From an optimization exercise on the open Yosys and OpenROAD flow, aimed at small area and a short achievable clock period; shortcuts taken in it are not production practice.
Function was checked by simulation only, so behaviour that the tests miss may differ from the original.
Power and IR drop assume default switching activity.

--- flow/run.sh ---
#!/bin/bash
# synth_recipe.tcl (not shown) runs the flow's synth.tcl, then flattens the netlist and writes it again
# the make line also repeats each setting of config.mk as NAME=value (left out here)
make -C /OpenROAD-flow-scripts/flow DESIGN_CONFIG=/design/flow/config.mk WORK_HOME=/design/flow/orfs CLKGATE_MAP_FILE= SYNTH_SCRIPT=/design/flow/synth_recipe.tcl finish
--- flow/config.mk ---
export PLATFORM = sky130hd
export DESIGN_NAME = store_trace_monitor
export DESIGN_NICKNAME = store_trace_monitor
export VERILOG_FILES = /design/flow/design.v
export SDC_FILE = /design/flow/constraint.sdc
export NUM_CORES = 4
export LEC_CHECK = 0
export CAP_MARGIN = 20
export CORE_MARGIN = 2
export CORE_UTILIZATION = 40
export SLEW_MARGIN = 20
--- flow/constraint.sdc ---
create_clock -name core_clock -period 4.5 [get_ports {clk}]
set_input_delay 0.9000 -clock core_clock [delete_from_list [all_inputs] [get_ports {clk}]]
set_output_delay 0.9000 -clock core_clock [all_outputs]
set_load 0.01 [all_outputs]
--- flow/design.v ---
package trace_pkg;
    localparam int          STAMP_W   = 16;
    localparam logic [31:0] NO_FINISH = 32'hffff_ffff;
    typedef struct packed {
        logic [STAMP_W-1:0] cycle;
        logic [31:0]        addr;
        logic [31:0]        data;
    } trace_entry_t;
endpackage
module trace_fifo #(
    parameter int DEPTH = 16,
    parameter int EW    = 80
) (
    input  logic          clk,
    input  logic          reset,
    input  logic          push,
    input  logic          ready,       
    input  logic [EW-1:0] push_entry,
    output logic          valid,       
    output logic          full,
    output logic          last,        
    output logic [EW-1:0] head         
);
    localparam int BD = DEPTH - 1;
    localparam int CW = $clog2(BD + 1);
    logic [EW-1:0] r_mem [0:BD-1];
    logic [BD-1:0] r_wsel, r_rsel;      
    logic [CW-1:0] r_bcnt;
    logic          r_bempty, r_bfull;
    logic          r_hv;
    logic [EW-1:0] r_head;
    logic          w_pop, w_bpush, w_bpop, w_selb, w_selin;
    logic [CW-1:0] w_bcnt_nxt;
    logic [EW-1:0] w_bout;
    assign valid = r_hv;
    assign full  = r_hv & r_bfull;
    assign last  = r_hv & r_bempty;
    assign head  = r_head;
    assign w_pop   = r_hv & ready;
    assign w_selb  = r_hv & ~r_bempty;           
    assign w_selin = push & ~w_selb;             
    assign w_bpush = push & r_hv & ~(ready & r_bempty);
    assign w_bpop  = w_pop & ~r_bempty;
    always_comb begin
        w_bout = '0;
        for (int i = 0; i < BD; i++)
            w_bout = w_bout | ({EW{r_rsel[i]}} & r_mem[i]);
    end
    always_comb begin
        w_bcnt_nxt = r_bcnt;
        if (w_bpush & ~w_bpop) w_bcnt_nxt = r_bcnt + CW'(1);
        else if (~w_bpush & w_bpop) w_bcnt_nxt = r_bcnt - CW'(1);
    end
    always_ff @(posedge clk or negedge reset) begin
        if (!reset) begin
            r_wsel   <= BD'(1);
            r_rsel   <= BD'(1);
            r_bcnt   <= '0;
            r_bempty <= 1'b1;
            r_bfull  <= 1'b0;
            r_hv     <= 1'b0;
            r_head   <= '0;
        end else begin
            if (w_bpush) r_wsel <= {r_wsel[BD-2:0], r_wsel[BD-1]};
            if (w_bpop)  r_rsel <= {r_rsel[BD-2:0], r_rsel[BD-1]};
            r_bcnt   <= w_bcnt_nxt;
            r_bempty <= (w_bcnt_nxt == '0);
            r_bfull  <= (w_bcnt_nxt == CW'(BD));
            r_hv     <= r_hv ? (~ready | ~r_bempty | push) : push;
            if (~r_hv | ready)
                r_head <= ({EW{w_selb}} & w_bout) | ({EW{w_selin}} & push_entry);
        end
    end
    always_ff @(posedge clk) begin
        for (int i = 0; i < BD; i++)
            if (r_wsel[i] & (~r_bfull | ready)) r_mem[i] <= push_entry;
    end
endmodule
module store_trace_monitor #(
    parameter int DEPTH   = 16,
    parameter int CYCLE_W = 16,
    parameter int CNT_W   = 16
) (
    input  logic               clk,
    input  logic               reset,
    input  logic [31:0]        pc,
    input  logic [31:0]        pc_finished,
    input  logic               memwrite,
    input  logic [31:0]        aluout,
    input  logic [31:0]        writedata,
    output logic               halt,
    output logic               trace_valid,
    input  logic               trace_ready,
    output logic [CYCLE_W-1:0] trace_cycle,
    output logic [31:0]        trace_addr,
    output logic [31:0]        trace_data,
    output logic               done,
    output logic               overflow,
    output logic [CNT_W-1:0]   store_count,
    output logic [CNT_W-1:0]   drop_count
);
    localparam int EW = CYCLE_W + 64;
    logic               r_halted, r_done;
    logic [CYCLE_W-1:0] r_stamp;       
    logic [CNT_W-1:0]   r_store_cnt;
    logic [CNT_W-1:0]   r_drop_cnt;
    logic               r_ovf;
    logic               w_hit, w_capture, w_pop, w_push, w_drop;
    logic               w_valid, w_full, w_last;
    logic [EW-1:0]      w_head;
    assign w_hit     = (pc == pc_finished);
    assign halt      = w_hit | r_halted;
    assign w_capture = memwrite & ~halt;
    assign w_pop     = w_valid & trace_ready;
    assign w_push    = w_capture & (~w_full | trace_ready);
    assign w_drop    = w_capture & w_full & ~trace_ready;
    trace_fifo #(.DEPTH(DEPTH), .EW(EW)) u_fifo (
        .clk        (clk),
        .reset      (reset),
        .push       (w_push),
        .ready      (trace_ready),
        .push_entry ({r_stamp, aluout, writedata}),
        .valid      (w_valid),
        .full       (w_full),
        .last       (w_last),
        .head       (w_head)
    );
    always_ff @(posedge clk or negedge reset) begin
        if (!reset) begin
            r_halted    <= 1'b0;
            r_done      <= 1'b0;
            r_stamp     <= CYCLE_W'(1);
            r_store_cnt <= '0;
            r_drop_cnt  <= '0;
            r_ovf       <= 1'b0;
        end else begin
            if (w_hit) r_halted <= 1'b1;
            if (r_halted & (~w_valid | (w_pop & w_last))) r_done <= 1'b1;
            if (~r_halted) r_stamp <= r_stamp + CYCLE_W'(1);
            if (w_push && (r_store_cnt != '1)) r_store_cnt <= r_store_cnt + CNT_W'(1);
            if (w_drop) begin
                r_ovf <= 1'b1;
                if (r_drop_cnt != '1) r_drop_cnt <= r_drop_cnt + CNT_W'(1);
            end
        end
    end
    assign trace_valid = w_valid;
    assign {trace_cycle, trace_addr, trace_data} = w_head;
    assign done        = r_done;
    assign overflow    = r_ovf;
    assign store_count = r_store_cnt;
    assign drop_count  = r_drop_cnt;
endmodule
==> parameters.txt, run 1 <==
Parameter                              Value

Pwr
  Total power divided by cell area    480 mW/mm^2
  Maximum resistive drop on vdd    0.407 mV
  Cell leakage power    19.8 nW

STA
  Period Utilization, post-route    0.879
  Slew at the pin closest to its max-slew limit    1080 ps
  Smallest setup slack after layout    544 ps
  Final TNS setup    0 ps
  Hold Violations, Final    0
  Number of endpoints failing setup at the final stage    0
  Normalized max-slew margin    0.278
  Setup Skew    28.8 ps
  Setup repair after global routing missed its margin    false
  Final count of pins violating max slew    0
  Max Clock Freq    253 MHz
  Tmin final    3960 ps

Clocking
  CTS Buffer Depth    3
  Clock-pin transition on the worst setup and hold timing paths    60 ps
  TritonCTS clock tree    built
  # clock sinks    1,368
  Number of buffers inserted by hold repair at cts    0
  Post-CTS setup buffer count    0
  H-tree levels    4
  Number of buffers created by CTS    143
  Root buf cell    sky130_fd_sc_hd__clkbuf_16
  Insertion delay to the later sink of the worst-skew pair    760 ps
  Total of cells resized after clock tree synthesis    0

Synth
  Mapped Area    0.0502 sq mm
  Post-synthesis cell type count    46
  Number of synthesized register bits    1,368
  Yosys warning total    3
  Top flip-flop cell by instance count after synthesis    sky130_fd_sc_hd__edfxtp_1
  Mean instance size in the synthesized netlist    17.5 sq um
  Syn nets    3,014
  Post-synthesis sequential area ratio    0.801
  Gate Count Post-Synth    2,877
  Number of enable flip-flop cells after synthesis    1,200
  Share of synthesized registers carrying an async set or reset    0.123

Placed design
  Routability-driven placement congestion ratio    0.755
  Post-detailed-placement half-perimeter wirelength    73.0 mm
  Post-placement worst setup slack    567 ps
  Post-place instance area    0.0552 sq mm
  Number of cells in the design after placement    4,679
  Number of I/O port buffers    247

Cells and area
  Fin nets    3,311
  Non-filler cells in the finished layout    4,944
  Fraction of layout instances using a drive strength above 1    0.107
  Layout filler cell count    10.5k
  Reg area    0.0403 sq mm
  Final instance area    0.0597 sq mm
  Area occupied by multi-input gates    0.00934 sq mm
  Core occupancy in the finished layout    0.478
  Area added between synthesis and finish    18.9%

Critical path
  Largest fanout on the critical path    4
  Most common cell type on the critical path    sky130_fd_sc_hd__clkdlybuf4s50_1
  Required time of the critical path    3600 ps
  Crit path arrival time    3060 ps
  Critical Path Slowest Stage Cell    sky130_fd_sc_hd__clkdlybuf4s50_1
  Worst Setup Path Type    in2out
  CP startpoint kind    input pin
  Critical Path Max Stage Delay    550 ps
  Critical path, cell by cell    clkdlybuf4s50_1 > xor2_1 > nor4_1 > and4_4 > a21o_1 > clkdlybuf4s50_1
  Critical path capture point type    primary output
  Cells on worst reg2reg path    7

Global route
  Congestion Overflow GR    0
  Initial antenna violation count    6
  Wire length of the first global-routing pass    206 mm
  Global Route Usage Sum    0.223
  Via count of the first global-routing pass    29.0k
  Maximum number of pins on one net before global-route repair    83

Route
  Detailed-router iteration count before antenna repair    5
  Detailed-route wire length per cell    29.3 um
  DRT iter0 DRCs    3,080
  Antenna violation net count after detailed routing    0
  Count of vias placed by the detailed router    29.5k
  Final wirelength    145 mm
  Via density per instance    5.97
  Drt drc    0

Status
  Run status    finished clean

Floorplanning
  Area enclosed by the die boundary    0.128 sq mm
  I/O pin cnt    248
  Number of standard-cell rows in the floorplan    130
  Initial standard-cell utilization of the core    0.402
  Core Footprint    0.125 sq mm
  Width of the chip    358 um
  Die Ht    358 um

Job
  Reported max-cap violation count    0

Worst hold path
  Class of the worst hold path    in2async
==> sequential cells by signal, summed over array words and instances, names as in the netlist <==
name             cells
u_fifo.r_head       80
r_ovf                1
u_fifo.r_bfull       1
u_fifo.r_bempty      1
u_fifo.r_mem      1200
u_fifo.r_bcnt        4
r_store_cnt         16
u_fifo.r_rsel       15
r_halted             1
u_fifo.r_hv          1
r_done               1
u_fifo.r_wsel       15
r_drop_cnt          16
r_stamp             16
==> through the flow <==
step | total power, mW | hold slack (ps)
detailed placement | 17.7 | 444
global placement | 17.7 | 441
floorplan | 15.9 | 451
CTS | 28.9 | 157
finish | 28.7 | 159
global route | 29.7 | 181
==> placed cells by master (no fill, tap or decap), types with 85 or more instances in the layout <==
master,instances
sky130_fd_sc_hd__clkdlybuf4s50_1,246
sky130_fd_sc_hd__a221oi_1,240
sky130_fd_sc_hd__edfxtp_1,1200
sky130_fd_sc_hd__a21oi_1,162
sky130_fd_sc_hd__and3_1,85
sky130_fd_sc_hd__clkbuf_16,148
sky130_fd_sc_hd__a22o_1,240
sky130_fd_sc_hd__nor2_1,176
sky130_fd_sc_hd__dfrtp_1,150
==> kinds of logic after synthesis <==
family | after synthesis | synth area share
adders and majority gates | 5 | 0.00125
xor gates and xnor gates | 78 | 0.0136
buffers and inverters | 188 | 0.0142
and+or+nand+nor | 389 | 0.0382
muxes | 33 | 0.00740
DFF | 1368 | 0.801
AOI/OAI and AO/OA | 816 | 0.124
==> metal layers <==
| layer | share of wire | track usage |
|---|---|---|
| met4 | 0.025 | 0.0731 |
| met2 | 0.49 | 0.368 |
| met3 | 0.075 | 0.0368 |
| met5 | 0.00026 | 0 |
| met1 | 0.41 | 0.302 |
==> layout make-up <==
type,count,share of cell area
Inverter,9,0.000566
Antenna cell,2,0.0000838
Clock inverter,63,0.00863
Tap cell,1650,0.0346
Clock buffer,200,0.0664
Timing Repair Buffer,331,0.0587
Sequential cell,1368,0.675
Multi-Input combinational cell,1321,0.156
==> critical path: cells and delay by family <==
| kind | cells | cell delay, ps |
|---|---|---|
| buffers and inverters | 2 | 960 |
| and+or+nand+nor | 2 | 910 |
| xor gates and xnor gates | 1 | 160 |
| AOI/OAI and AO/OA | 1 | 120 |
==> cells in the mapped netlist, drive strengths merged (9+ instances only) <==
library cell  number  area share
mux2              33      0.0074
buf               23      0.0018
nor4              13      0.0019
clkbuf           156       0.012
dfrtp            164       0.082
edfxtp          1200        0.72
and2              17      0.0021
inv                9     0.00067
a221oi           241       0.042
a22oi             80       0.012
a31oi             80       0.010
a21oi            162       0.016
and3              85       0.011
xor2              52      0.0091
nand3             16      0.0016
nor2             176       0.013
nor3              16      0.0017
nand2             32      0.0024
a22o             240       0.042
xnor2             26      0.0045
nand4             10      0.0012
==> where the power goes <==
| part | switching, mW | internal [mW] |
|---|---|---|
| clock | 4.83 | 6.47 |
| sequential | 0.322 | 14.2 |
| combinational | 1.62 | 1.28 |
==> worst paths after layout <==
check	from	to	slack, ps
worst max register to register	u_fifo.r_rsel[9]$_DFFE_PN0P_	u_fifo.r_head[37]$_DFFE_PN0P_	1760
min in group core_clock	r_done$_DFFE_PN0P_	r_done$_DFFE_PN0P_	450
worst min-delay path	reset	u_fifo.r_head[61]$_DFFE_PN0P_	160
worst max-delay path	pc_finished[28]	halt	540
worst min register to register	r_done$_DFFE_PN0P_	r_done$_DFFE_PN0P_	450
max in group asynchronous	reset	u_fifo.r_head[50]$_DFFE_PN0P_	3340
==> run 2: changes to the inputs <==
--- a/flow/config.mk
+++ b/flow/config.mk
@@ -10,2 +10,4 @@
 export CORE_UTILIZATION = 40
+export SETUP_SLACK_MARGIN = 1.6
 export SLEW_MARGIN = 20
+export TNS_END_PERCENT = 5
==> run 2 against run 1 <==
Global-route usage about the same. Critical path depth unchanged. Worst setup slack improved by 960 ps. Critical endpoint unchanged. Synthesized cell count unchanged. First-iteration DRC count increased by 4.1%. Cell area increased by 0.52%. Cell count increased by 0.73%. Core utilization increased by 0.25 points. Total power increased by 0.65%. Hold slack improved by 75 ps. Clock skew decreased by 2.2 ps.
==> parameters.txt, run 2 <==
Parameter                              Value

Status
  Run status    finished clean

Cells and area
  Area added between synthesis and finish    19.6%
  Leading cell type in the layout, fill and taps excluded    sky130_fd_sc_hd__edfxtp_1
  Number of flip-flops in the largest register    1,200 (unchanged)
  Registers with the most flip-flops    u_fifo.r_mem x1200, u_fifo.r_head x80
  Commonest cells after routing, fill and taps aside    sky130_fd_sc_hd__edfxtp_1, sky130_fd_sc_hd__a22o_1, sky130_fd_sc_hd__a221oi_1
  Fin nets    3,346 (+1.1%)
  Fraction of layout instances using a drive strength above 1    0.132 (+0.0250)
  Largest register by flop count    u_fifo.r_mem
  Layout filler cell count    10.4k (-0.65%)

Pwr
  Clk network pwr share    0.397 (+0.003)
  Seq pwr share    0.502 (-0.003)
  Total power divided by cell area    481 mW/mm^2 (+0.13%)
  Cell leakage power    20.1 nW (+1.5%)
  Maximum resistive drop on vdd    0.381 mV (-6.3%)
  Internal Pwr Total    22.1 mW (+0.75%)
  Share of total power in combinational logic    0.101 (about the same)
  Sw Pwr    6.79 mW (+0.32%)
  Switching share of total power    0.235 (-0.000764)

STA
  Setup repair after global routing missed its margin    true
  Normalized max-slew margin    0.274 (-0.00446)
  Max Clock Freq    334 MHz (+32%)
  Hold Violations, Final    0 (unchanged)
  Tmin final    3000 ps (-958 ps)
  Final count of pins violating max slew    0 (unchanged)
  Period Utilization, post-route    0.666 (-0.213)
  Setup Skew    26.6 ps (-2.16 ps)
  Number of endpoints failing setup at the final stage    0 (unchanged)
  Final TNS setup    0 ps (unchanged)
  Slew at the pin closest to its max-slew limit    1090 ps (+6.69 ps)
  Hold Worst Slack    234 ps (+75.0 ps)

Global route
  Wire length of the first global-routing pass    207 mm (+0.64%)
  Via count of the first global-routing pass    29.2k (+0.66%)
  Maximum number of pins on one net before global-route repair    91 (+9.6%)
  Global Route Usage Sum    0.223 (+0.000424)
  Initial antenna violation count    5 (-1)
  Congestion Overflow GR    0 (unchanged)

Critical path
  Largest fanout on the critical path    2 (-2)
  Required time of the critical path    3600 ps (about the same)
  Setup slack of the most critical reg-to-reg path    1790 ps (+30 ps)
  Crit path arrival time    2100 ps (-960 ps)
  Critical path capture point type    primary output
  CP startpoint kind    input pin
  Worst Setup Path Type    in2out

Clocking
  Insertion delay to the later sink of the worst-skew pair    750 ps (about the same)
  Root buf cell    sky130_fd_sc_hd__clkbuf_16
  Clock-pin transition on the worst setup and hold timing paths    60 ps (about the same)
  H-tree levels    4 (unchanged)
  TritonCTS clock tree    built
  CTS Buffer Depth    3 (unchanged)
  # clock sinks    1,368 (unchanged)
  Number of buffers inserted by hold repair at cts    0 (unchanged)
  Number of buffers created by CTS    142 (-0.70%)

Route
  DRT iter0 DRCs    3,207 (+4.1%)
  Count of vias placed by the detailed router    29.5k (+0.075%)
  Via density per instance    5.93 (-0.65%)
  Final wirelength    145 mm (-0.12%)
  Detailed-route wire length per cell    29.0 um (-0.85%)
  Drt drc    0 (unchanged)
  Antenna violation net count after detailed routing    0 (unchanged)
  Detailed-router iteration count before antenna repair    5 (unchanged)

Synth
  Cell type contributing the most total cell area after synthesis    sky130_fd_sc_hd__edfxtp_1
  Mapped Area    0.0502 sq mm (unchanged)
  Yosys warning total    3 (unchanged)
  List of most frequent post-synthesis cells    sky130_fd_sc_hd__edfxtp_1, sky130_fd_sc_hd__a221oi_1, sky130_fd_sc_hd__a22o_1
  Cell types with the largest area share after synthesis    sky130_fd_sc_hd__edfxtp_1, sky130_fd_sc_hd__dfrtp_1, sky130_fd_sc_hd__a221oi_1
  Gate Count Post-Synth    2,877 (unchanged)
  Area share of the leading cell type in the synthesized netlist    0.717 (unchanged)
  Share of synthesized registers carrying an async set or reset    0.123 (unchanged)
  Mean instance size in the synthesized netlist    17.5 sq um (unchanged)
  Number of enable flip-flop cells after synthesis    1,200 (unchanged)
  Syn nets    3,014 (unchanged)
  Post-synthesis cell type count    46 (unchanged)
  Leading cell type by number of instances after synthesis    sky130_fd_sc_hd__edfxtp_1
  Top flip-flop cell by instance count after synthesis    sky130_fd_sc_hd__edfxtp_1
  Post-synthesis sequential area ratio    0.801 (unchanged)
  Number of synthesized register bits    1,368 (unchanged)

Floorplanning
  Core Footprint    0.125 sq mm (unchanged)
  Width of the chip    358 um (unchanged)
  Die Ht    358 um (unchanged)
  I/O pin cnt    248 (unchanged)
  Number of standard-cell rows in the floorplan    130 (unchanged)
  Initial standard-cell utilization of the core    0.402 (unchanged)
  Area enclosed by the die boundary    0.128 sq mm (unchanged)

Worst hold path
  Class of the worst hold path    in2async

Placed design
  Routability-driven placement congestion ratio    0.776 (+2.8%)
  Number of I/O port buffers    247 (unchanged)
  Post-detailed-placement half-perimeter wirelength    72.4 mm (-0.83%)

Job
  Reported max-cap violation count    0 (unchanged)
==> run 2: cell counts after synthesis <==
No cell type changed its count.
==> run 2: power groups by stage <==
| stage | sequential [mW] | clock (mW) | combinational (mW) |
|---|---|---|---|
| detailed placement | 14.7 | 0 | 2.94 |
| global placement | 14.7 | 0 | 2.90 |
| finish | 14.5 | 11.5 | 2.92 |
| global route | 14.5 | 12.1 | 3.19 |
| CTS | 14.5 | 11.6 | 2.98 |
| floorplan | 14.8 | 0 | 1.06 |
==> run 2: metal layers <==
| metal | vias up | track usage | routed length (um) |
|---|---|---|---|
| li1 | 12450 | - | - |
| met2 | 1221 | 0.367 | 70900 |
| met4 | 6 | 0.0658 | 3520 |
| met3 | 225 | 0.0339 | 10000 |
| met1 | 15623 | 0.309 | 60100 |
| met5 | - | 0 | 29 |
==> run 2: cell families (layout without fill, tap and decap cells) <==
kind of cell,after synthesis,count (layout),synth area share
AOI/OAI and AO/OA,816,816,0.124
xor gates and xnor gates,78,78,0.0136
buffers and inverters,188,638,0.0142
adders and majority gates,5,5,0.00125
muxes,33,33,0.00740
other,0,3,0
and+or+nand+nor,389,389,0.0382
DFF,1368,1368,0.801
==> run 2: critical path, stage by stage <==
cell                              delay [ps]
sky130_fd_sc_hd__clkdlybuf4s15_1         170
sky130_fd_sc_hd__xor2_1                  170
sky130_fd_sc_hd__nor4_2                  350
sky130_fd_sc_hd__and4_4                  270
sky130_fd_sc_hd__a21o_1                  110
sky130_fd_sc_hd__buf_2                   130
==> run 2: area by class of cell <==
cell class | count | area, sq um | share of cell area
repair buffers | 367 | 3690 | 0.0615
flip-flops and latches | 1368 | 40300 | 0.671
clock inverters | 48 | 514 | 0.00856
diodes | 3 | 7.51 | 0.000125
well taps | 1650 | 2060 | 0.0344
inverters | 9 | 33.8 | 0.000563
clock buffers | 214 | 4030 | 0.0671
multi-input cells | 1321 | 9400 | 0.157
==> run 2: final timing paths <==
| check | start | endpoint | cells past startpoint |
|---|---|---|---|
| worst max-delay path | pc_finished[31] | halt | 6 |
| worst min-delay path | reset | u_fifo.r_head[47]$_DFFE_PN0P_ | 1 |
| worst max register to register | u_fifo.r_rsel[11]$_DFFE_PN0P_ | u_fifo.r_head[55]$_DFFE_PN0P_ | 7 |
| worst min register to register | r_ovf$_DFFE_PN0P_ | r_ovf$_DFFE_PN0P_ | 1 |
| max in group asynchronous | reset | u_fifo.r_head[27]$_DFFE_PN0P_ | 2 |
| min in group core_clock | r_ovf$_DFFE_PN0P_ | r_ovf$_DFFE_PN0P_ | 1 |
==> run 2: repair_timing <==
| action | CTS | global route |
|---|---|---|
| pin swaps | 41 | 6 |
| resized for setup | 179 | 11 |
| buffers inserted | 34 | 2 |
| setup endpoints to repair | 57 | 21 |
==> run 2: through the flow <==
stage	setup slack, ps	cell area [sq um]	std cells	util	power, mW
2_1_floorplan	892	50200	2877	-	15.9
3_3_place_gp	572	55300	4678	0.442	17.6
3_5_place_dp	590	55300	4678	0.442	17.7
4_1_cts	1570	60000	4974	0.480	29.1
5_1_grt	1450	60000	4979	0.480	29.8
6_report	1500	60000	4980	0.480	28.9
==> run 3: changes to the inputs <==
--- a/flow/config.mk
+++ b/flow/config.mk
@@ -10,3 +10,3 @@
 export CORE_UTILIZATION = 40
-export SETUP_SLACK_MARGIN = 1.6
+export SETUP_SLACK_MARGIN = 2.1
 export SLEW_MARGIN = 20
==> run 3 against run 2 <==
Still clean. Register-to-register slack better by 250 ps. Critical path type unchanged. Die area stayed put. Combinational power rose by 6.8%. Flip-flop and latch count stayed put.
==> parameters.txt, run 3 <==
Parameter                              Value

Synth
  List of most frequent post-synthesis cells    sky130_fd_sc_hd__edfxtp_1, sky130_fd_sc_hd__a221oi_1, sky130_fd_sc_hd__a22o_1
  Mapped Area    0.0502 sq mm (unchanged)
  Cell types with the largest area share after synthesis    sky130_fd_sc_hd__edfxtp_1, sky130_fd_sc_hd__dfrtp_1, sky130_fd_sc_hd__a221oi_1
  Number of synthesized register bits    1,368 (unchanged)
  Post-synthesis cell type count    46 (unchanged)
  Number of enable flip-flop cells after synthesis    1,200 (unchanged)
  Share of synthesized registers carrying an async set or reset    0.123 (unchanged)
  Gate Count Post-Synth    2,877 (unchanged)
  Yosys warning total    3 (unchanged)
  Mean instance size in the synthesized netlist    17.5 sq um (unchanged)
  Area share of the leading cell type in the synthesized netlist    0.717 (unchanged)
  Post-synthesis sequential area ratio    0.801 (unchanged)
  Cell type contributing the most total cell area after synthesis    sky130_fd_sc_hd__edfxtp_1
  Syn nets    3,014 (unchanged)
  Top flip-flop cell by instance count after synthesis    sky130_fd_sc_hd__edfxtp_1
  Leading cell type by number of instances after synthesis    sky130_fd_sc_hd__edfxtp_1

Placed design
  Post-place instance area    0.0552 sq mm (about the same)
  Post-detailed-placement half-perimeter wirelength    72.2 mm (-0.26%)
  Routability-driven placement congestion ratio    0.773 (-0.34%)
  Number of I/O port buffers    247 (unchanged)

Critical path
  Critical Path Max Stage Delay    330 ps (-20 ps)
  Critical path, cell by cell    buf_8 > xor2_4 > nor4_4 > and4_4 > a21o_1 > buf_6
  Worst Setup Path Type    in2out
  Buf/Inv on CP    2 (unchanged)
  Largest fanout on the critical path    2 (unchanged)
  Required time of the critical path    3600 ps (about the same)
  Critical Path Slowest Stage Cell    sky130_fd_sc_hd__nor4_4
  CP startpoint kind    input pin
  Critical path capture point type    primary output
  Crit-path leading delay family    simple AND/OR/NAND/NOR gates
  Crit path arrival time    2080 ps (-20 ps)

Pwr
  Maximum resistive drop on vdd    0.374 mV (-1.9%)
  Total power divided by cell area    474 mW/mm^2 (-1.5%)
  Clk network pwr share    0.389 (-0.008)
  Seq pwr share    0.503 (about the same)
  Internal Pwr Total    21.8 mW (-1.3%)
  Share of total power in combinational logic    0.109 (+0.008)
  Cell leakage power    20.3 nW (+1.4%)
  Switching share of total power    0.243 (+0.00802)
  Post-route total power    28.8 mW (-0.30%)
  Sw Pwr    7.00 mW (+3.1%)

Route
  Detailed-route wire length per cell    31.2 um (+7.3%)
  Via density per instance    6.10 (+2.9%)
  Antenna violation net count after detailed routing    0 (unchanged)
  DRT iter0 DRCs    3,561 (+11%)
  Drt drc    0 (unchanged)
  Final wirelength    156 mm (+8.1%)
  Detailed-router iteration count before antenna repair    5 (unchanged)
  Count of vias placed by the detailed router    30.6k (+3.6%)

Floorplanning
  Die Ht    358 um (unchanged)
  Number of standard-cell rows in the floorplan    130 (unchanged)
  Core Footprint    0.125 sq mm (unchanged)
  Area enclosed by the die boundary    0.128 sq mm (unchanged)
  Width of the chip    358 um (unchanged)
  Initial standard-cell utilization of the core    0.402 (unchanged)
  I/O pin cnt    248 (unchanged)

STA
  Max Clock Freq    335 MHz (+0.45%)
  Number of endpoints failing setup at the final stage    0 (unchanged)
  Slew at the pin closest to its max-slew limit    1080 ps (-13.7 ps)
  Setup repair after global routing missed its margin    true
  Normalized max-slew margin    0.283 (+0.00913)
  Period Utilization, post-route    0.663 (-0.00296)
  Setup Skew    46.7 ps (+20.1 ps)
  Final TNS setup    0 ps (unchanged)
  Tmin final    2980 ps (-13.3 ps)
  Hold Violations, Final    0 (unchanged)
  Final count of pins violating max slew    0 (unchanged)

Clocking
  Number of buffers inserted by hold repair at cts    0 (unchanged)
  CTS Buffer Depth    3 (unchanged)
  Root buf cell    sky130_fd_sc_hd__clkbuf_16
  TritonCTS clock tree    built
  H-tree levels    4 (unchanged)
  Insertion delay to the later sink of the worst-skew pair    770 ps (+20 ps)
  Clock-pin transition on the worst setup and hold timing paths    60 ps (about the same)
  # clock sinks    1,368 (unchanged)
  Number of buffers created by CTS    141 (-0.70%)

Global route
  Congestion Overflow GR    0 (unchanged)
  Wire length of the first global-routing pass    218 mm (+4.9%)
  Global Route Usage Sum    0.237 (+0.0136)
  Initial antenna violation count    5 (unchanged)
  Maximum number of pins on one net before global-route repair    83 (-8.8%)
  Via count of the first global-routing pass    29.6k (+1.4%)

Status
  Run status    finished clean

Cells and area
  Area added between synthesis and finish    21.0%
  Final instance area    0.0608 sq mm (+1.2%)
  Commonest cells after routing, fill and taps aside    sky130_fd_sc_hd__edfxtp_1, sky130_fd_sc_hd__a22o_1, sky130_fd_sc_hd__a221oi_1
  Registers with the most flip-flops    u_fifo.r_mem x1200, u_fifo.r_head x80
  Fin nets    3,388 (+1.3%)
  Core occupancy in the finished layout    0.486 (+0.00584)
  Leading cell type in the layout, fill and taps excluded    sky130_fd_sc_hd__edfxtp_1
  Number of flip-flops in the largest register    1,200 (unchanged)
  Layout filler cell count    10.3k (-0.95%)
  Largest register by flop count    u_fifo.r_mem
  Fraction of layout instances using a drive strength above 1    0.158 (+0.0264)

Job
  Reported max-cap violation count    0 (unchanged)

Worst hold path
  Class of the worst hold path    in2async
## run 3: layout make-up
type	count	area, sq um	share of cell area
inverter	9	33.8	0.000556
clock inverter	45	452	0.00743
sequential	1368	40300	0.663
antenna	1	2.50	0.0000412
multi-input combinational	1324	9660	0.159
clock buffer	213	3940	0.0649
tap	1650	2060	0.0340
timing repair buffer	407	4310	0.0710
## run 3: path summary, 6_finish.rpt
| path | depth (start not counted) | slack [ps] | from | end |
|---|---|---|---|---|
| worst max-delay path | 6 | 1520 | pc_finished[2] | halt |
| worst max register to register | 6 | 2040 | u_fifo.r_rsel[10]$_DFFE_PN0P_ | u_fifo.r_head[28]$_DFFE_PN0P_ |
| worst min-delay path | 1 | 150 | reset | u_fifo.r_head[27]$_DFFE_PN0P_ |
| min in group core_clock | 1 | 460 | r_done$_DFFE_PN0P_ | r_done$_DFFE_PN0P_ |
| worst min register to register | 1 | 460 | r_done$_DFFE_PN0P_ | r_done$_DFFE_PN0P_ |
| max in group asynchronous | 2 | 3330 | reset | r_stamp[0]$_DFFE_PN1N_ |
## run 3: layer usage
metal | vias to the layer above | routed length [um] | global-route usage
li1 | 12525 | - | -
met1 | 16198 | 62700 | 0.327
met2 | 1622 | 75500 | 0.387
met3 | 249 | 14200 | 0.0429
met4 | 8 | 3850 | 0.0639
met5 | - | 53 | 0
## run 3: power by group through the flow
stage / combinational, mW / clock, mW / sequential, mW
floorplan: 1.06 / 0 / 14.8
global placement: 2.88 / 0 / 14.7
detailed placement: 2.91 / 0 / 14.7
CTS: 3.06 / 11.3 / 14.5
global route: 3.37 / 11.8 / 14.5
finish: 3.12 / 11.2 / 14.5
## run 3: through the flow
stage,setup WS (ps),cells,hold slack (ps)
2_1_floorplan,1770,2877,451
3_3_place_gp,517,4677,449
3_5_place_dp,511,4677,448
4_1_cts,1490,4999,175
5_1_grt,1460,5016,179
6_report,1520,5017,151
## run 3: timing repair
| item | 4_1_cts | 5_1_grt |
|---|---|---|
| gates cloned | 2 | 5 |
| pin swaps | 43 | 46 |
| setup buffers | 62 | 12 |
| resized for setup | 218 | 121 |
| setup endpoints to repair | 876 | 1320 |
## run 3: kinds of logic after synthesis
logic type / synth area share
muxes: 0.00740
xor gates and xnor gates: 0.0136
buffers and inverters: 0.0142
AOI/OAI and AO/OA: 0.124
and+or+nand+nor: 0.0382
adders and majority gates: 0.00125
DFF: 0.801
==> run 4: changes to the inputs <==
--- a/flow/config.mk
+++ b/flow/config.mk
@@ -9,5 +9,6 @@
 export CORE_MARGIN = 2
-export CORE_UTILIZATION = 40
-export SETUP_SLACK_MARGIN = 2.1
+export CORE_UTILIZATION = 60
+export CTS_BUF_LIST = sky130_fd_sc_hd__clkbuf_8
+export CTS_CLUSTER_DIAMETER = 45
+export CTS_CLUSTER_SIZE = 18
 export SLEW_MARGIN = 20
-export TNS_END_PERCENT = 5
==> run 4 against run 3 <==
Non-clock buffer count fell by 77. Hold slack got worse by 27 ps. Cell count fell by 13%. Count of clock-buffer cells in the layout fell by 68. Sequential share of layout area rose by 3.3 points. Synthesized area did not move. Via count fell by 2.5%. Cell area fell by 4.8%. Flip-flop and latch count did not move. Worst setup slack got worse by 1000 ps. Clock power fell by 21%. Critical endpoint unchanged. Highest routed layer unchanged.
==> parameters.txt, run 4 <==
Parameter                              Value

Synth
  Share of synthesized registers carrying an async set or reset    0.123 (unchanged)
  Area share of the leading cell type in the synthesized netlist    0.717 (unchanged)
  Post-synthesis sequential area ratio    0.801 (unchanged)
  Cell type contributing the most total cell area after synthesis    sky130_fd_sc_hd__edfxtp_1
  List of most frequent post-synthesis cells    sky130_fd_sc_hd__edfxtp_1, sky130_fd_sc_hd__a221oi_1, sky130_fd_sc_hd__a22o_1
  Synthesized-area fraction occupied by and/or/nand/nor cells    0.0382 (unchanged)
  Adder-cell share of the synthesized area    0.00125 (unchanged)
  Yosys warning total    3 (unchanged)
  Mapped Area    0.0502 sq mm (unchanged)
  Leading cell type by number of instances after synthesis    sky130_fd_sc_hd__edfxtp_1
  Xor/xnor share of the synthesized area    0.0136 (unchanged)
  Number of synthesized register bits    1,368 (unchanged)
  Cell types with the largest area share after synthesis    sky130_fd_sc_hd__edfxtp_1, sky130_fd_sc_hd__dfrtp_1, sky130_fd_sc_hd__a221oi_1
  Dominant combinational cell family by area after synthesis    compound AO/OA/AOI/OAI gates
  Top flip-flop cell by instance count after synthesis    sky130_fd_sc_hd__edfxtp_1
  Compound-cell area share of the yosys netlist    0.124 (unchanged)
  Number of enable flip-flop cells after synthesis    1,200 (unchanged)
  Gate Count Post-Synth    2,877 (unchanged)
  Mean instance size in the synthesized netlist    17.5 sq um (unchanged)
  Syn nets    3,014 (unchanged)
  Share of synthesized area spent on multiplexers    0.00740 (unchanged)
  Post-synthesis cell type count    46 (unchanged)

Global route
  Met3 global-route usage    0.0684 (+0.0254)
  GR Util met1    0.463 (+0.136)
  Initial antenna violation count    8 (+3)
  Global Route Usage Sum    0.333 (+0.0960)
  Via count of the first global-routing pass    29.8k (+0.62%)
  Global-route layer with the greatest usage    met2
  Congestion Overflow GR    0 (unchanged)
  Met2 layer usage reported by global route    0.535 (+0.147)
  Wire length of the first global-routing pass    204 mm (-6.2%)
  Maximum number of pins on one net before global-route repair    93 (+12%)

Cells and area
  Leading cell type in the layout, fill and taps excluded    sky130_fd_sc_hd__edfxtp_1
  Area added between synthesis and finish    15.2%
  Reg area    0.0403 sq mm (about the same)
  Layout filler cell count    5,387 (-48%)
  Area occupied by multi-input gates    0.00934 sq mm (-3.3%)
  Commonest cells after routing, fill and taps aside    sky130_fd_sc_hd__edfxtp_1, sky130_fd_sc_hd__clkdlybuf4s50_1, sky130_fd_sc_hd__a22o_1, sky130_fd_sc_hd__a221oi_1, sky130_fd_sc_hd__nor2_1
  Largest register by flop count    u_fifo.r_mem
  Registers with the most flip-flops    u_fifo.r_mem x1200, u_fifo.r_head x80
  Fraction of layout instances using a drive strength above 1    0.121 (-0.0370)
  Fin nets    3,304 (-2.5%)
  Number of flip-flops in the largest register    1,200 (unchanged)

STA
  Final count of pins violating max slew    0 (unchanged)
  Slew at the pin closest to its max-slew limit    1070 ps (-3.71 ps)
  Max Clock Freq    250 MHz (-25%)
  Setup Skew    57.8 ps (+11.1 ps)
  Hold Violations, Final    0 (unchanged)
  Normalized max-slew margin    0.285 (+0.00247)
  Tmin final    4000 ps (+1020 ps)
  Final TNS setup    0 ps (unchanged)
  Period Utilization, post-route    0.890 (+0.227)
  Hold Worst Slack    124 ps (-27.0 ps)
  Number of endpoints failing setup at the final stage    0 (unchanged)
  Setup repair after global routing missed its margin    false

Critical path
  Required time of the critical path    3600 ps (about the same)
  Largest fanout on the critical path    4 (+2)
  Critical Path Max Stage Delay    540 ps (+210 ps)
  Crit path arrival time    3100 ps (+1020 ps)
  Most common cell type on the critical path    sky130_fd_sc_hd__clkdlybuf4s50_1
  Critical path, cell by cell    clkdlybuf4s50_1 > xor2_1 > nor4_1 > and4_4 > a21o_1 > clkdlybuf4s50_1
  Critical Path Slowest Stage Cell    sky130_fd_sc_hd__clkdlybuf4s50_1
  Critical path capture point type    primary output
  Beginning of the critical path    pc_finished[28]
  CP startpoint kind    input pin
  R2r startpoint    u_fifo.r_rsel[5]$_DFFE_PN0P_
  Worst Setup Path Type    in2out

Route
  Drt drc    0 (unchanged)
  Via density per instance    6.83 (+12%)
  Antenna violation net count after detailed routing    0 (unchanged)
  Count of vias placed by the detailed router    29.8k (-2.5%)
  Detailed-router iteration count before antenna repair    5 (unchanged)
  Detailed-route wire length per cell    32.5 um (+4.5%)
  DRT iter0 DRCs    3,719 (+4.4%)
  Final wirelength    142 mm (-9.0%)

Worst hold path
  Class of the worst hold path    in2async

Clocking
  Number of buffers created by CTS    137 (-2.8%)
  Total of cells resized after clock tree synthesis    0 (-100%)
  H-tree levels    4 (unchanged)
  Number of buffers inserted by hold repair at cts    0 (unchanged)
  Clock-pin transition on the worst setup and hold timing paths    70 ps (about the same)
  Insertion delay to the later sink of the worst-skew pair    830 ps (+60 ps)
  Post-CTS setup buffer count    0 (-100%)
  # clock sinks    1,368 (unchanged)
  CTS Buffer Depth    3 (unchanged)
  TritonCTS clock tree    built
  Root buf cell    sky130_fd_sc_hd__clkbuf_8

Floorplanning
  Initial standard-cell utilization of the core    0.603 (+0.201)
  I/O pin cnt    248 (unchanged)
  Width of the chip    293 um (-18%)
  Number of standard-cell rows in the floorplan    106 (-18%)
  Core Footprint    0.0833 sq mm (-33%)
  Area enclosed by the die boundary    0.0860 sq mm (-33%)
  Die Ht    293 um (-18%)

Pwr
  Cell leakage power    19.3 nW (-5.3%)
  Maximum resistive drop on vdd    0.364 mV (-2.6%)
  Total power divided by cell area    453 mW/mm^2 (-4.4%)

Placed design
  Routability-driven placement congestion ratio    0.839 (+8.4%)
  Post-detailed-placement half-perimeter wirelength    72.8 mm (+0.81%)
  Number of I/O port buffers    247 (unchanged)

Status
  Run status    finished clean

Job
  Reported max-cap violation count    0 (unchanged)
-- run 4: cell counts after synthesis --
No cell type changed its count.
-- run 4: layer usage --
metal,part of all wire,up-vias
li1,-,12342
met1,0.39,15521
met2,0.49,1695
met3,0.097,269
met4,0.029,2
met5,0.000091,-
-- run 4: metrics by stage --
step                std cells  utilization  worst slack, ps  power [mW]  cell area (sq um)
floorplan                2877            -              892        15.9              50200
global placement         4108        0.656              569        17.5              54600
detailed placement       4108        0.656              561        17.6              54600
CTS                      4360        0.694              549        26.3              57800
global route             4365        0.695              441        27.1              57900
finish                   4368        0.695              495        26.2              57900
-- run 4: critical path: cells and delay by family --
kind,cells,cell delay [ps]
AO/OA/AOI/OAI,1,120
XOR/XNOR,1,190
buffers and inverters,2,1020
AND/OR/NAND/NOR,2,880
-- run 4: where the power goes --
part,internal (mW),switching [mW]
registers,14.1,0.360
logic,1.27,1.56
clock network,4.25,4.62
-- run 4: worst paths after layout --
check / depth (start not counted) / slack (ps) / endpoint
setup / recovery: 6 / 500 / halt
hold / removal: 1 / 120 / r_drop_cnt[7]$_DFFE_PN0P_
setup reg to reg: 7 / 1660 / u_fifo.r_head[3]$_DFFE_PN0P_
hold reg to reg: 1 / 490 / r_ovf$_DFFE_PN0P_
max in group asynchronous: 2 / 3170 / u_fifo.r_head[54]$_DFFE_PN0P_
min in group core_clock: 1 / 490 / r_ovf$_DFFE_PN0P_
-- run 4: layout make-up --
class / count / area share
clock inverters: 107 / 0.0212
well taps: 1080 / 0.0234
inverters: 9 / 0.000584
multi-input cells: 1321 / 0.161
flip-flops and latches: 1368 / 0.696
repair buffers: 330 / 0.0622
clock buffers: 145 / 0.0345
diodes: 8 / 0.000346
-- run 4: cells by family (layout without fill, tap and decap cells) --
logic type	count (synthesis)	count (layout)
AND/OR/NAND/NOR	389	389
buffers and inverters	188	591
XOR/XNOR	78	78
AO/OA/AOI/OAI	816	816
adder cells (fa/ha/maj)	5	5
multiplexers	33	33
flip-flops	1368	1368
other	0	8
==> run 5: changes to the inputs <==
--- a/flow/config.mk
+++ b/flow/config.mk
@@ -13,2 +13,4 @@
 export CTS_CLUSTER_SIZE = 18
+export SETUP_SLACK_MARGIN = 1.6
 export SLEW_MARGIN = 20
+export TNS_END_PERCENT = 5
==> run 5 against run 4 <==
Count of clock-buffer cells in the layout shrank 2. Worst setup slack improved by 1000 ps. Register-to-register slack improved by 30 ps. Still clean on timing, DRC and antenna. Clock power down 0.8%. Combinational power up 2%. Highest routed layer unchanged. Critical endpoint is now u_fifo.r_bempty$_DFF_PN1_. Synthesized area did not move. Fmax grew 34%. Wire length up 1.1%.
==> parameters.txt, run 5 <==
Parameter                              Value

Synth
  Area share of the leading cell type in the synthesized netlist    0.717 (unchanged)
  Post-synthesis sequential area ratio    0.801 (unchanged)
  Number of synthesized register bits    1,368 (unchanged)
  List of most frequent post-synthesis cells    sky130_fd_sc_hd__edfxtp_1, sky130_fd_sc_hd__a221oi_1, sky130_fd_sc_hd__a22o_1
  Yosys warning total    3 (unchanged)
  Mapped Area    0.0502 sq mm (unchanged)
  Number of enable flip-flop cells after synthesis    1,200 (unchanged)
  Cell types with the largest area share after synthesis    sky130_fd_sc_hd__edfxtp_1, sky130_fd_sc_hd__dfrtp_1, sky130_fd_sc_hd__a221oi_1
  Cell type contributing the most total cell area after synthesis    sky130_fd_sc_hd__edfxtp_1
  Top flip-flop cell by instance count after synthesis    sky130_fd_sc_hd__edfxtp_1
  Mean instance size in the synthesized netlist    17.5 sq um (unchanged)
  Gate Count Post-Synth    2,877 (unchanged)
  Syn nets    3,014 (unchanged)
  Leading cell type by number of instances after synthesis    sky130_fd_sc_hd__edfxtp_1
  Post-synthesis cell type count    46 (unchanged)
  Share of synthesized registers carrying an async set or reset    0.123 (unchanged)

Placed design
  Post-placement worst setup slack    561 ps (-0.342 ps)
  Routability-driven placement congestion ratio    0.928 (+11%)
  Post-place instance area    0.0546 sq mm (about the same)
  Number of I/O port buffers    247 (unchanged)
  Post-detailed-placement half-perimeter wirelength    71.1 mm (-2.3%)

Route
  DRT iter0 DRCs    3,368 (-9.4%)
  Drt drc    0 (unchanged)
  Detailed-router iteration count before antenna repair    7 (+2)
  Via density per instance    6.83 (about the same)
  Count of vias placed by the detailed router    30.0k (+0.60%)
  Antenna violation net count after detailed routing    0 (unchanged)
  Final wirelength    144 mm (+1.1%)
  Detailed-route wire length per cell    32.7 um (+0.48%)

Clocking
  Insertion delay to the later sink of the worst-skew pair    830 ps (about the same)
  TritonCTS clock tree    built
  Root buf cell    sky130_fd_sc_hd__clkbuf_8
  H-tree levels    4 (unchanged)
  # clock sinks    1,368 (unchanged)
  CTS Buffer Depth    3 (unchanged)
  Clock-pin transition on the worst setup and hold timing paths    70 ps (about the same)
  Number of buffers created by CTS    137 (unchanged)

Cells and area
  Fraction of layout instances using a drive strength above 1    0.153 (+0.0313)
  Commonest cells after routing, fill and taps aside    sky130_fd_sc_hd__edfxtp_1, sky130_fd_sc_hd__a22o_1, sky130_fd_sc_hd__a221oi_1
  Area added between synthesis and finish    15.6%
  Fin nets    3,331 (+0.82%)
  Final instance area    0.0581 sq mm (+0.35%)
  Registers with the most flip-flops    u_fifo.r_mem x1200, u_fifo.r_head x80
  Number of flip-flops in the largest register    1,200 (unchanged)
  Leading cell type in the layout, fill and taps excluded    sky130_fd_sc_hd__edfxtp_1
  Largest register by flop count    u_fifo.r_mem

STA
  Period Utilization, post-route    0.663 (-0.227)
  Setup repair after global routing missed its margin    true
  Smallest setup slack after layout    1520 ps (+1020 ps)
  Number of endpoints failing setup at the final stage    0 (unchanged)
  Tmin final    2980 ps (-1020 ps)
  Slew at the pin closest to its max-slew limit    1110 ps (+33.4 ps)
  Setup Skew    47.4 ps (-10.5 ps)
  Final count of pins violating max slew    0 (unchanged)
  Final TNS setup    0 ps (unchanged)
  Hold Worst Slack    204 ps (+80.6 ps)
  Hold Violations, Final    0 (unchanged)
  Max Clock Freq    335 MHz (+34%)
  Normalized max-slew margin    0.263 (-0.0223)

Critical path
  Most common cell type on the critical path    sky130_fd_sc_hd__buf_4
  Required time of the critical path    5200 ps (+1600 ps)
  Critical path, cell by cell    clkbuf_2 > xor2_2 > nor4_4 > buf_4 > buf_4 > buf_4 > buf_4 > buf_4 > buf_4 > buf_4 > buf_4 > buf_4 > buf_4 > nand4_1 > o21ai_2 > o22ai_1 > xor2_1 > a211oi_1
  Crit path arrival time    3680 ps (+580 ps)
  Beginning of the critical path    pc_finished[28]
  R2r startpoint    r_halted$_DFFE_PN0P_
  Critical path capture point type    register
  Critical Path Max Stage Delay    340 ps (-200 ps)
  Largest fanout on the critical path    6 (+2)
  Worst Setup Path Type    in2reg
  CP startpoint kind    input pin
  Critical Path Slowest Stage Cell    sky130_fd_sc_hd__nor4_4

Floorplanning
  Number of standard-cell rows in the floorplan    106 (unchanged)
  Width of the chip    293 um (unchanged)
  Initial standard-cell utilization of the core    0.603 (unchanged)
  Die Ht    293 um (unchanged)
  I/O pin cnt    248 (unchanged)
  Core Footprint    0.0833 sq mm (unchanged)
  Area enclosed by the die boundary    0.0860 sq mm (unchanged)

Global route
  Wire length of the first global-routing pass    205 mm (+0.64%)
  Congestion Overflow GR    0 (unchanged)
  Initial antenna violation count    7 (-1)
  Global Route Usage Sum    0.333 (+0.000369)
  Via count of the first global-routing pass    29.6k (-0.68%)
  Maximum number of pins on one net before global-route repair    89 (-4.3%)

Job
  Reported max-cap violation count    0 (unchanged)

Status
  Run status    finished clean

Pwr
  Maximum resistive drop on vdd    0.362 mV (-0.64%)
  Total power divided by cell area    451 mW/mm^2 (-0.37%)
  Cell leakage power    19.5 nW (+0.98%)

Worst hold path
  Class of the worst hold path    in2async
==> run 5: cell counts after synthesis <==
No cell type changed its count.
==> run 5: worst max-delay path: cells and delay by family <==
| kind | cells | cell delay (ps) |
|---|---|---|
| xor+xnor | 2 | 430 |
| simple gates | 2 | 480 |
| buf+inv | 11 | 1090 |
| compound gates | 3 | 760 |
==> run 5: path summary, 6_finish.rpt <==
kind / cells after the start / end / slack (ps)
min in group core_clock: 1 / r_done$_DFFE_PN0P_ / 480
hold reg to reg: 1 / r_done$_DFFE_PN0P_ / 480
setup / recovery: 18 / u_fifo.r_bempty$_DFF_PN1_ / 1520
max in group asynchronous: 2 / r_stamp[10]$_DFFE_PN0N_ / 3280
setup reg to reg: 7 / u_fifo.r_head[15]$_DFFE_PN0P_ / 1690
hold / removal: 1 / r_drop_cnt[5]$_DFFE_PN0P_ / 200
==> run 5: area by class of cell <==
type                    count  area (sq um)
flip-flops and latches   1368         40300
fillers                  5392         25200
multi-input cells        1321          9570
repair buffers            357          3620
clock buffers             143          1970
well taps                1080          1350
clock inverters           111          1210
inverters                   9          33.8
diodes                      5          12.5
==> run 5: repair_timing <==
item,CTS,global route
hold buffers,0,0
buffers inserted,25,5
resized for setup,189,72
pin swaps,38,23
endpoints found under the setup margin,23,46
==> run 5: per-stage QoR <==
stage	cells	util	power (mW)
2_1_floorplan	2877	-	15.9
3_3_place_gp	4105	0.656	17.6
3_5_place_dp	4105	0.656	17.6
4_1_cts	4384	0.695	26.3
5_1_grt	4394	0.697	27.0
6_report	4394	0.697	26.2
==> run 5: where the power goes <==
part	total (mW)	internal, mW	switching [mW]
clock network	8.80	4.12	4.68
registers	14.5	14.1	0.364
logic	2.88	1.28	1.61
==> run 5: cell families (layout without fill, tap and decap cells) <==
| family | Yosys count | after routing | synth area share |
|---|---|---|---|
| AOI/OAI and AO/OA | 816 | 816 | 0.124 |
| xor gates and xnor gates | 78 | 78 | 0.0136 |
| adders and majority gates | 5 | 5 | 0.00125 |
| buffers and inverters | 188 | 620 | 0.0142 |
| DFF | 1368 | 1368 | 0.801 |
| muxes | 33 | 33 | 0.00740 |
| other | 0 | 5 | 0 |
| and+or+nand+nor | 389 | 389 | 0.0382 |
==> run 5: routing by layer <==
layer | GRT usage | vias to the layer above | share of wire | wire, um
li1 | - | 12391 | - | -
met1 | 0.483 | 15681 | 0.40 | 57700
met2 | 0.543 | 1708 | 0.49 | 70200
met3 | 0.0483 | 221 | 0.089 | 12800
met4 | 0.0831 | 6 | 0.020 | 2910
met5 | 0 | - | 0.00028 | 40
==> run 6: changes to the inputs <==
==> flow/flow/run.sh (new file) <==
#!/bin/bash
# The standard layout, with the port buffers that buffer_ports inserts made
# from the smallest plain buffer; timing repair upsizes those on critical paths.
set -euo pipefail
bash standard.sh BUFFER_PORTS_ARGS="-buffer_cell sky130_fd_sc_hd__buf_1" finish > standard_flow.log 2>&1
==> flow/standard.sh (new file) <==
#!/bin/bash
# synth_recipe.tcl (not shown) runs the flow's synth.tcl, then flattens the netlist and writes it again
# the make line also repeats each setting of config.mk as NAME=value (left out here)
make -C /OpenROAD-flow-scripts/flow DESIGN_CONFIG=/design/flow/config.mk WORK_HOME=/design/flow/orfs CLKGATE_MAP_FILE= SYNTH_SCRIPT=/design/flow/synth_recipe.tcl "${@:-finish}"
--- a/flow/config.mk
+++ b/flow/config.mk
@@ -13,3 +13,3 @@
 export CTS_CLUSTER_SIZE = 18
-export SETUP_SLACK_MARGIN = 1.6
+export SETUP_SLACK_MARGIN = 2.1
 export SLEW_MARGIN = 20
removed: flow/run.sh
==> run 6 against run 5 <==
Critical path depth down 12. Combinational power down 21%. Cell area down 2.7%. Wire length up 3.7%. Sequential share of layout area up 1.9 points. Global-route usage down 0.21 points. Largest cell class unchanged. Via count up 1.2%. Worst setup slack better by 41 ps. Cell count about the same.
==> parameters.txt, run 6 <==
Parameter                              Value

Pwr
  Post-route total power    25.7 mW (-2.0%)
  Maximum resistive drop on vdd    0.482 mV (+33%)
  Cell leakage power    18.7 nW (-3.9%)
  Total power divided by cell area    454 mW/mm^2 (+0.75%)

Worst hold path
  Class of the worst hold path    reg2reg

Floorplanning
  Core Footprint    0.0833 sq mm (unchanged)
  I/O pin cnt    248 (unchanged)
  Area enclosed by the die boundary    0.0860 sq mm (unchanged)
  Width of the chip    293 um (unchanged)
  Die Ht    293 um (unchanged)
  Number of standard-cell rows in the floorplan    106 (unchanged)
  Initial standard-cell utilization of the core    0.603 (unchanged)

Synth
  Number of enable flip-flop cells after synthesis    1,200 (unchanged)
  Number of synthesized register bits    1,368 (unchanged)
  Area share of the leading cell type in the synthesized netlist    0.717 (unchanged)
  Cell types with the largest area share after synthesis    sky130_fd_sc_hd__edfxtp_1, sky130_fd_sc_hd__dfrtp_1, sky130_fd_sc_hd__a221oi_1
  Mapped Area    0.0502 sq mm (unchanged)
  Post-synthesis cell type count    46 (unchanged)
  Syn nets    3,014 (unchanged)
  Leading cell type by number of instances after synthesis    sky130_fd_sc_hd__edfxtp_1
  Cell type contributing the most total cell area after synthesis    sky130_fd_sc_hd__edfxtp_1
  Gate Count Post-Synth    2,877 (unchanged)
  List of most frequent post-synthesis cells    sky130_fd_sc_hd__edfxtp_1, sky130_fd_sc_hd__a221oi_1, sky130_fd_sc_hd__a22o_1
  Share of synthesized registers carrying an async set or reset    0.123 (unchanged)
  Post-synthesis sequential area ratio    0.801 (unchanged)
  Mean instance size in the synthesized netlist    17.5 sq um (unchanged)
  Top flip-flop cell by instance count after synthesis    sky130_fd_sc_hd__edfxtp_1
  Yosys warning total    3 (unchanged)

Cells and area
  Commonest cells after routing, fill and taps aside    sky130_fd_sc_hd__edfxtp_1, sky130_fd_sc_hd__buf_1, sky130_fd_sc_hd__a22o_1, sky130_fd_sc_hd__a221oi_1, sky130_fd_sc_hd__nor2_1
  Fraction of layout instances using a drive strength above 1    0.127 (-0.0259)
  Leading cell type in the layout, fill and taps excluded    sky130_fd_sc_hd__edfxtp_1
  Layout filler cell count    5,651 (+4.8%)
  Fin nets    3,318 (-0.39%)
  Number of flip-flops in the largest register    1,200 (unchanged)
  Area added between synthesis and finish    12.5%
  Reg area    0.0403 sq mm (about the same)
  Core occupancy in the finished layout    0.678 (-0.0190)
  Area occupied by multi-input gates    0.00943 sq mm (-1.4%)
  Largest register by flop count    u_fifo.r_mem
  Registers with the most flip-flops    u_fifo.r_mem x1200, u_fifo.r_head x80

Critical path
  Worst Setup Path Type    in2out
  Critical path, cell by cell    buf_1 > xor2_1 > nor4_2 > and4_4 > a21o_1 > buf_2
  Required time of the critical path    3600 ps (-1600 ps)
  CP startpoint kind    input pin
  Crit path arrival time    2040 ps (-1640 ps)
  Buf/Inv on CP    2 (-9)
  Crit-path leading delay family    simple AND/OR/NAND/NOR gates
  Largest fanout on the critical path    2 (-4)
  Critical Path Max Stage Delay    390 ps (+50 ps)
  Critical path capture point type    primary output
  Critical Path Slowest Stage Cell    sky130_fd_sc_hd__nor4_2

Route
  Detailed-router iteration count before antenna repair    6 (-1)
  Count of vias placed by the detailed router    30.4k (+1.2%)
  DRT iter0 DRCs    3,881 (+15%)
  Via density per instance    6.92 (+1.3%)
  Final wirelength    149 mm (+3.7%)
  Drt drc    0 (unchanged)
  Antenna violation net count after detailed routing    0 (unchanged)
  Detailed-route wire length per cell    33.9 um (+3.7%)

Status
  Run status    finished clean

Clocking
  # clock sinks    1,368 (unchanged)
  Clock-pin transition on the worst setup and hold timing paths    60 ps (about the same)
  CTS Buffer Depth    3 (unchanged)
  H-tree levels    4 (unchanged)
  Root buf cell    sky130_fd_sc_hd__clkbuf_8
  Insertion delay to the later sink of the worst-skew pair    850 ps (+20 ps)
  TritonCTS clock tree    built
  Number of buffers created by CTS    141 (+2.9%)

STA
  Final count of pins violating max slew    0 (unchanged)
  Final TNS setup    0 ps (unchanged)
  Hold Worst Slack    466 ps (+262 ps)
  Setup Skew    39.8 ps (-7.54 ps)
  Tmin final    2940 ps (-41.2 ps)
  Max Clock Freq    340 MHz (+1.4%)
  Hold Violations, Final    0 (unchanged)
  Normalized max-slew margin    0.304 (+0.0412)
  Period Utilization, post-route    0.654 (-0.00917)
  Setup repair after global routing missed its margin    true
  Number of endpoints failing setup at the final stage    0 (unchanged)
  Slew at the pin closest to its max-slew limit    1040 ps (-61.9 ps)

Job
  Reported max-cap violation count    0 (unchanged)

Placed design
  Post-detailed-placement half-perimeter wirelength    69.1 mm (-2.8%)
  Routability-driven placement congestion ratio    0.908 (-2.2%)
  Number of I/O port buffers    247 (unchanged)

Global route
  Initial antenna violation count    8 (+1)
  Maximum number of pins on one net before global-route repair    83 (-6.7%)
  Congestion Overflow GR    0 (unchanged)
  Via count of the first global-routing pass    29.2k (-1.5%)
  Wire length of the first global-routing pass    203 mm (-1.3%)
  Global Route Usage Sum    0.331 (-0.00212)
run 6: cell counts after synthesis:
Identical to the previous run, type by type.
run 6: layer usage:
metal	vias up	GRT usage	share of wire
li1	12370	-	-
met1	15830	0.477	0.39
met2	1913	0.522	0.48
met3	266	0.0582	0.11
met4	2	0.108	0.029
met5	-	0	0.000087
run 6: metrics by stage:
| step | worst slack, ps | instances | cell area, sq um |
|---|---|---|---|
| after floorplan | 1770 | 2877 | 50200 |
| after global placement | 952 | 4100 | 52800 |
| after detailed placement | 876 | 4100 | 52800 |
| after CTS | 1580 | 4367 | 56200 |
| after global routing | 1500 | 4384 | 56500 |
| final | 1560 | 4391 | 56500 |
run 6: path summary, 6_finish.rpt:
check                           slack (ps)                          from  cells past startpoint                       endpoint
worst max-delay path                  1560                pc_finished[0]                      6                           halt
worst min-delay path                   470            r_done$_DFFE_PN0P_                      1             r_done$_DFFE_PN0P_
worst max register to register        2030  u_fifo.r_rsel[8]$_DFFE_PN0P_                      7  u_fifo.r_head[36]$_DFFE_PN0P_
worst min register to register         470            r_done$_DFFE_PN0P_                      1             r_done$_DFFE_PN0P_
max in group asynchronous             3080                         reset                      3  u_fifo.r_head[62]$_DFFE_PN0P_
min in group asynchronous              480                         reset                      2      r_drop_cnt[8]$_DFFE_PN0P_
run 6: timing repair:
action                     CTS  global route
hold endpoints to repair     6             0
hold buffers                 1             0
gates resized for setup     12             4
gates cloned                 0             3
setup buffers                4            10
pin swaps                    6             6
setup endpoints to repair  398           613
run 6: final cells by class:
| cell class | count | area share |
|---|---|---|
| flip-flops and latches | 1368 | 0.714 |
| multi-input cells | 1324 | 0.167 |
| clock buffers | 155 | 0.0378 |
| repair buffers | 337 | 0.0371 |
| well taps | 1080 | 0.0239 |
| clock inverters | 107 | 0.0196 |
| inverters | 9 | 0.000598 |
| diodes | 11 | 0.000487 |
run 6: where the power goes:
group          leakage [nW]  total (mW)  switching [mW]  internal, mW
combinational          3.87        2.28            1.55         0.724
clock                  1.66        8.86            4.51          4.35
sequential             13.2        14.5           0.388          14.1
run 6: logic make-up (layout without fill, tap and decap cells):
group,Yosys count,in the layout,synth area share
compound gates,816,816,0.124
buf+inv,188,608,0.0142
mux,33,33,0.00740
other cells,0,11,0
flops,1368,1368,0.801
xor+xnor,78,78,0.0136
simple gates,389,392,0.0382
fa+ha+maj,5,5,0.00125

==> re-timing with driven ports <==
No port has a modelled driver above. Below, the same layouts with a new extraction and two added sets of constraints. Step 1 sets driving cells, clkbuf_16 on the clock port and buf_2 on the other inputs (assumed; they add their load-dependent delay and slew). Step 2 adds t to the input delays and takes it off the output delays; t is the mean of the earliest and latest rising clock arrival at the registers after step 1. Input paths then give back, and output paths get back, about the clock's delay inside the block. Three values: no drivers, after step 1, after step 2; two values: the first two.
run	shift t [ns]	setup WS [ns]	worst register clock-pin slew, ns
run 1	0.808	0.544 / 0.516 / 0.516	0.06 / 0.06
run 2	0.807	1.502 / 1.477 / 0.823	0.06 / 0.06
run 3	0.830	1.515 / 1.472 / 0.999	0.06 / 0.06
run 4	0.861	0.495 / 0.465 / 0.465	0.10 / 0.10
run 5	0.869	1.517 / 1.502 / 0.686	0.11 / 0.11
run 6	0.889	1.558 / 1.530 / 1.236	0.10 / 0.10
After both steps setup and hold are still met in every run listed. For run 5, which loses most, drivers alone change the setup slack by -0.015 ns; drivers and shift together by -0.831 ns.
